From an optimization exercise on the open Yosys and OpenROAD flow, aimed at small area, a short achievable clock period and few clock cycles; shortcuts taken in it are not production practice.
Where RTL was checked, it was by simulation tests only, not by an equivalence proof against the original.

## before
==> flow/design.v <==
module speck_block_cipher_param #(
    parameter int WORD      = 32,
    parameter int KEY_WORDS = 4,
    parameter int ROUNDS    = 27,
    parameter int ALPHA     = 8,
    parameter int BETA      = 3
) (
    input  logic                      clk,
    input  logic                      reset,
    input  logic                      key_load,
    input  logic [WORD*KEY_WORDS-1:0] key,
    output logic                      key_ready,
    input  logic                      start,
    input  logic                      mode,
    input  logic [2*WORD-1:0]         din,
    output logic                      busy,
    output logic                      done,
    output logic [2*WORD-1:0]         dout
);
    localparam int CW = 5;
    localparam logic [CW-1:0] LAST = CW'(ROUNDS - 1);   
    localparam logic [CW-1:0] LSTEP = CW'(ROUNDS - 2);  
    function automatic logic [WORD-1:0] ror(input logic [WORD-1:0] v, input int s);
        ror = (v >> s) | (v << (WORD - s));
    endfunction
    function automatic logic [WORD-1:0] rol(input logic [WORD-1:0] v, input int s);
        rol = (v << s) | (v >> (WORD - s));
    endfunction
    logic          r_run;      
    logic          r_exp;      
    logic          r_busy;
    logic          r_mode;
    logic [CW-1:0] r_cnt;      
    logic          r_wend;     
    logic          r_have_end; 
    logic          r_loaded;   
    logic          r_key_ready;
    logic          r_done;
    logic [WORD-1:0]   r_x, r_y;
    logic [WORD-1:0]   r_wk, r_w0, r_w1, r_w2;  
    logic [4*WORD-1:0] r_o;
    logic [2*WORD-1:0] r_dout;
    logic w_key_acc, w_start_acc, w_last, w_first, w_swap, w_need_exp, w_exp_last;
    logic [WORD-1:0] w_ex, w_ey, w_dx, w_dy, w_rx, w_ry;
    logic [WORD-1:0] w_fl, w_fk, w_bk, w_bl;
    logic [CW-1:0]   w_cm1;
    assign w_key_acc   = !r_busy && key_load;
    assign w_start_acc = !r_busy && start && !key_load && r_key_ready;
    assign w_last     = r_run && (r_cnt == (r_mode ? CW'(0) : LAST));
    assign w_first    = r_run && (r_cnt == (r_mode ? LAST : CW'(0)));
    assign w_exp_last = r_exp && (r_cnt == LSTEP);
    assign w_swap     = (r_wend != mode) && r_have_end;
    assign w_need_exp = (r_wend != mode) && !r_have_end;
    assign w_cm1      = r_cnt - CW'(1);
    assign w_ex = (ror(r_x, ALPHA) + r_y) ^ r_wk;
    assign w_ey = rol(r_y, BETA) ^ w_ex;
    assign w_dy = ror(r_x ^ r_y, BETA);
    assign w_dx = rol((r_x ^ r_wk) - w_dy, ALPHA);
    assign w_rx = r_mode ? w_dx : w_ex;
    assign w_ry = r_mode ? w_dy : w_ey;
    assign w_fl = (r_wk + ror(r_w0, ALPHA)) ^ WORD'(r_cnt);
    assign w_fk = rol(r_wk, BETA) ^ w_fl;
    assign w_bk = ror(r_wk ^ r_w2, BETA);
    assign w_bl = rol((r_w2 ^ WORD'(w_cm1)) - w_bk, ALPHA);
    assign busy      = r_busy;
    assign key_ready = r_key_ready;
    assign done      = r_done;
    assign dout      = r_dout;
    always_ff @(posedge clk or posedge reset) begin
        if (reset) begin
            r_run       <= 1'b0;
            r_exp       <= 1'b0;
            r_busy      <= 1'b0;
            r_mode      <= 1'b0;
            r_cnt       <= '0;
            r_wend      <= 1'b0;
            r_have_end  <= 1'b0;
            r_loaded    <= 1'b0;
            r_key_ready <= 1'b0;
            r_done      <= 1'b0;
            r_dout      <= '0;
        end else begin
            r_done      <= w_last;
            if (w_last) r_dout <= {w_rx, w_ry};
            r_key_ready <= r_loaded && !w_key_acc;
            if (w_key_acc) begin
                r_loaded   <= 1'b1;
                r_wend     <= 1'b0;
                r_have_end <= 1'b0;
            end
            if (w_exp_last) begin
                r_exp  <= 1'b0;
                r_run  <= 1'b1;
                r_cnt  <= LAST;
            end else if (r_exp) begin
                r_cnt  <= r_cnt + CW'(1);
            end else if (r_run && !w_last) begin
                r_cnt  <= r_mode ? w_cm1 : r_cnt + CW'(1);
            end
            if (w_last) r_run <= 1'b0;
            if (w_start_acc) begin
                r_mode     <= mode;
                r_wend     <= !mode;
                r_have_end <= 1'b1;
                r_run      <= !w_need_exp;
                r_exp      <= w_need_exp;
                r_cnt      <= (mode && !w_need_exp) ? LAST : CW'(0);
            end
            if (w_start_acc)
                r_busy <= 1'b1;
            else if ((r_run && !w_last && (r_mode ? (r_cnt == CW'(1)) : (r_cnt == LAST - CW'(1)))))
                r_busy <= 1'b0;
            else if (w_last)
                r_busy <= 1'b0;
        end
    end
    always_ff @(posedge clk) begin
        if (w_start_acc) begin
            r_x <= din[2*WORD-1:WORD];
            r_y <= din[WORD-1:0];
        end else if (r_run) begin
            r_x <= w_rx;
            r_y <= w_ry;
        end
        if (w_key_acc) begin
            {r_w2, r_w1, r_w0, r_wk} <= key;
        end else if (w_start_acc && w_swap) begin
            {r_w2, r_w1, r_w0, r_wk} <= r_o;
        end else if (r_exp || (r_run && !w_last)) begin
            if (r_mode && !r_exp) begin
                r_wk <= w_bk;
                r_w0 <= w_bl;
                r_w1 <= r_w0;
                r_w2 <= r_w1;
            end else begin
                r_wk <= w_fk;
                r_w0 <= r_w1;
                r_w1 <= r_w2;
                r_w2 <= w_fl;
            end
        end
        if (w_first) r_o <= {r_w2, r_w1, r_w0, r_wk};
    end
endmodule
Settings: LEC_CHECK=0, ABC_CLOCK_PERIOD_IN_PS=2500, CAP_MARGIN=20, CORE_MARGIN=2, CORE_UTILIZATION=40, SETUP_SLACK_MARGIN=3.5, SLEW_MARGIN=20; clock period 7.0 ns.
run.sh (not shown) runs the stock make flow with config.mk's settings and CLKGATE_MAP_FILE= SYNTH_SCRIPT=/design/flow/synth_recipe.tcl, a recipe that flattens the netlist after the stock synthesis.
In summary, before completed successfully, with a layout that passed the timing, DRC and antenna checks.
Testbench counts of before, summed over its fixed seeds: cycles 7,156.
--- input diff before..after ---
--- a/flow/design.v
+++ b/flow/design.v
@@ -39,31 +39,39 @@
     logic [WORD-1:0]   r_x, r_y;
     logic [WORD-1:0]   r_wk, r_w0, r_w1, r_w2;  
     logic [4*WORD-1:0] r_o;
     logic [2*WORD-1:0] r_dout;
     logic w_key_acc, w_start_acc, w_last, w_first, w_swap, w_need_exp, w_exp_last;
-    logic [WORD-1:0] w_ex, w_ey, w_dx, w_dy, w_rx, w_ry;
+    logic [WORD-1:0] w_rx, w_ry;
     logic [WORD-1:0] w_fl, w_fk, w_bk, w_bl;
     logic [CW-1:0]   w_cm1;
     assign w_key_acc   = !r_busy && key_load;
     assign w_start_acc = !r_busy && start && !key_load && r_key_ready;
     assign w_last     = r_run && (r_cnt == (r_mode ? CW'(0) : LAST));
     assign w_first    = r_run && (r_cnt == (r_mode ? LAST : CW'(0)));
     assign w_exp_last = r_exp && (r_cnt == LSTEP);
     assign w_swap     = (r_wend != mode) && r_have_end;
     assign w_need_exp = (r_wend != mode) && !r_have_end;
     assign w_cm1      = r_cnt - CW'(1);
-    assign w_ex = (ror(r_x, ALPHA) + r_y) ^ r_wk;
-    assign w_ey = rol(r_y, BETA) ^ w_ex;
-    assign w_dy = ror(r_x ^ r_y, BETA);
-    assign w_dx = rol((r_x ^ r_wk) - w_dy, ALPHA);
-    assign w_rx = r_mode ? w_dx : w_ex;
-    assign w_ry = r_mode ? w_dy : w_ey;
-    assign w_fl = (r_wk + ror(r_w0, ALPHA)) ^ WORD'(r_cnt);
-    assign w_fk = rol(r_wk, BETA) ^ w_fl;
-    assign w_bk = ror(r_wk ^ r_w2, BETA);
-    assign w_bl = rol((r_w2 ^ WORD'(w_cm1)) - w_bk, ALPHA);
+    logic [WORD-1:0] w_da, w_db, w_ds, w_dxy, w_ka, w_kb, w_ks, w_kxy, w_kc;
+    assign w_dxy = ror(r_x ^ r_y, BETA);
+    assign w_da  = r_mode ? (r_x ^ r_wk) : ror(r_x, ALPHA);
+    assign w_db  = r_mode ? ~w_dxy : r_y;
+    assign w_ds  = w_da + w_db + WORD'(r_mode);
+    assign w_rx  = r_mode ? rol(w_ds, ALPHA) : (w_ds ^ r_wk);
+    assign w_ry  = r_mode ? w_dxy : (rol(r_y, BETA) ^ w_ds ^ r_wk);
+    logic w_kdec;
+    assign w_kdec = r_mode && !r_exp;
+    assign w_kc  = WORD'(w_kdec ? w_cm1 : r_cnt);
+    assign w_kxy = ror(r_w2 ^ r_wk, BETA);
+    assign w_ka  = w_kdec ? (r_w2 ^ w_kc) : ror(r_w0, ALPHA);
+    assign w_kb  = w_kdec ? ~w_kxy : r_wk;
+    assign w_ks  = w_ka + w_kb + WORD'(w_kdec);
+    assign w_fl  = w_ks ^ w_kc;
+    assign w_fk  = rol(r_wk, BETA) ^ w_ks ^ w_kc;
+    assign w_bk  = w_kxy;
+    assign w_bl  = rol(w_ks, ALPHA);
     assign busy      = r_busy;
     assign key_ready = r_key_ready;
     assign done      = r_done;
     assign dout      = r_dout;
     always_ff @(posedge clk or posedge reset) begin
## What came out
When after is measured against before, its non-clock buffer count turns out about 34% higher.
From before to after the numbers moved as follows: average via count per standard cell now sits lower; multi-input combinational cell count now sits lower; synthesized-area fraction occupied by adder cells now sits lower; core utilization now sits higher.
From after to before, boundary pin count did not move at all.
Summary of the comparison: area added between synthesis and finish is higher in after, relative to before.
Compared with before, after shows a number of tapcells that is 73 lower.
Die area | after < before
after: met1 demand-to-capacity share in global routing 3.6 points below before
Function not checked in after: the RTL went through the layout flow alone.

[what the ideal ports hide]
No port has a modelled driver above. Below, the same layouts with a new extraction and two added sets of constraints.
Step 1: set_driving_cell puts a clkbuf_16 on clk and a buf_2 on each other input, an assumption about the parent block.
Step 2 moves the port delays by t, midway between the first and last clock arrival at a register: inputs arrive t later, outputs are due t later. That takes back most of the time a late clock gives input paths.
a / b / c = no drivers / after step 1 / after step 2; a / b = the first two.
run | t, ns | setup slack, ns | hold WS [ns]
before | 0.656 | 3.462 / 3.462 / 3.027 | 0.481 / 0.481 / 0.481
after | 0.661 | 2.697 / 2.697 / 2.697 | 0.460 / 0.460 / 0.460
After both steps setup and hold are still met in every run listed. The setup slack of before, which loses most, moves by 0.000 ns with the drivers and by -0.435 ns with both steps.
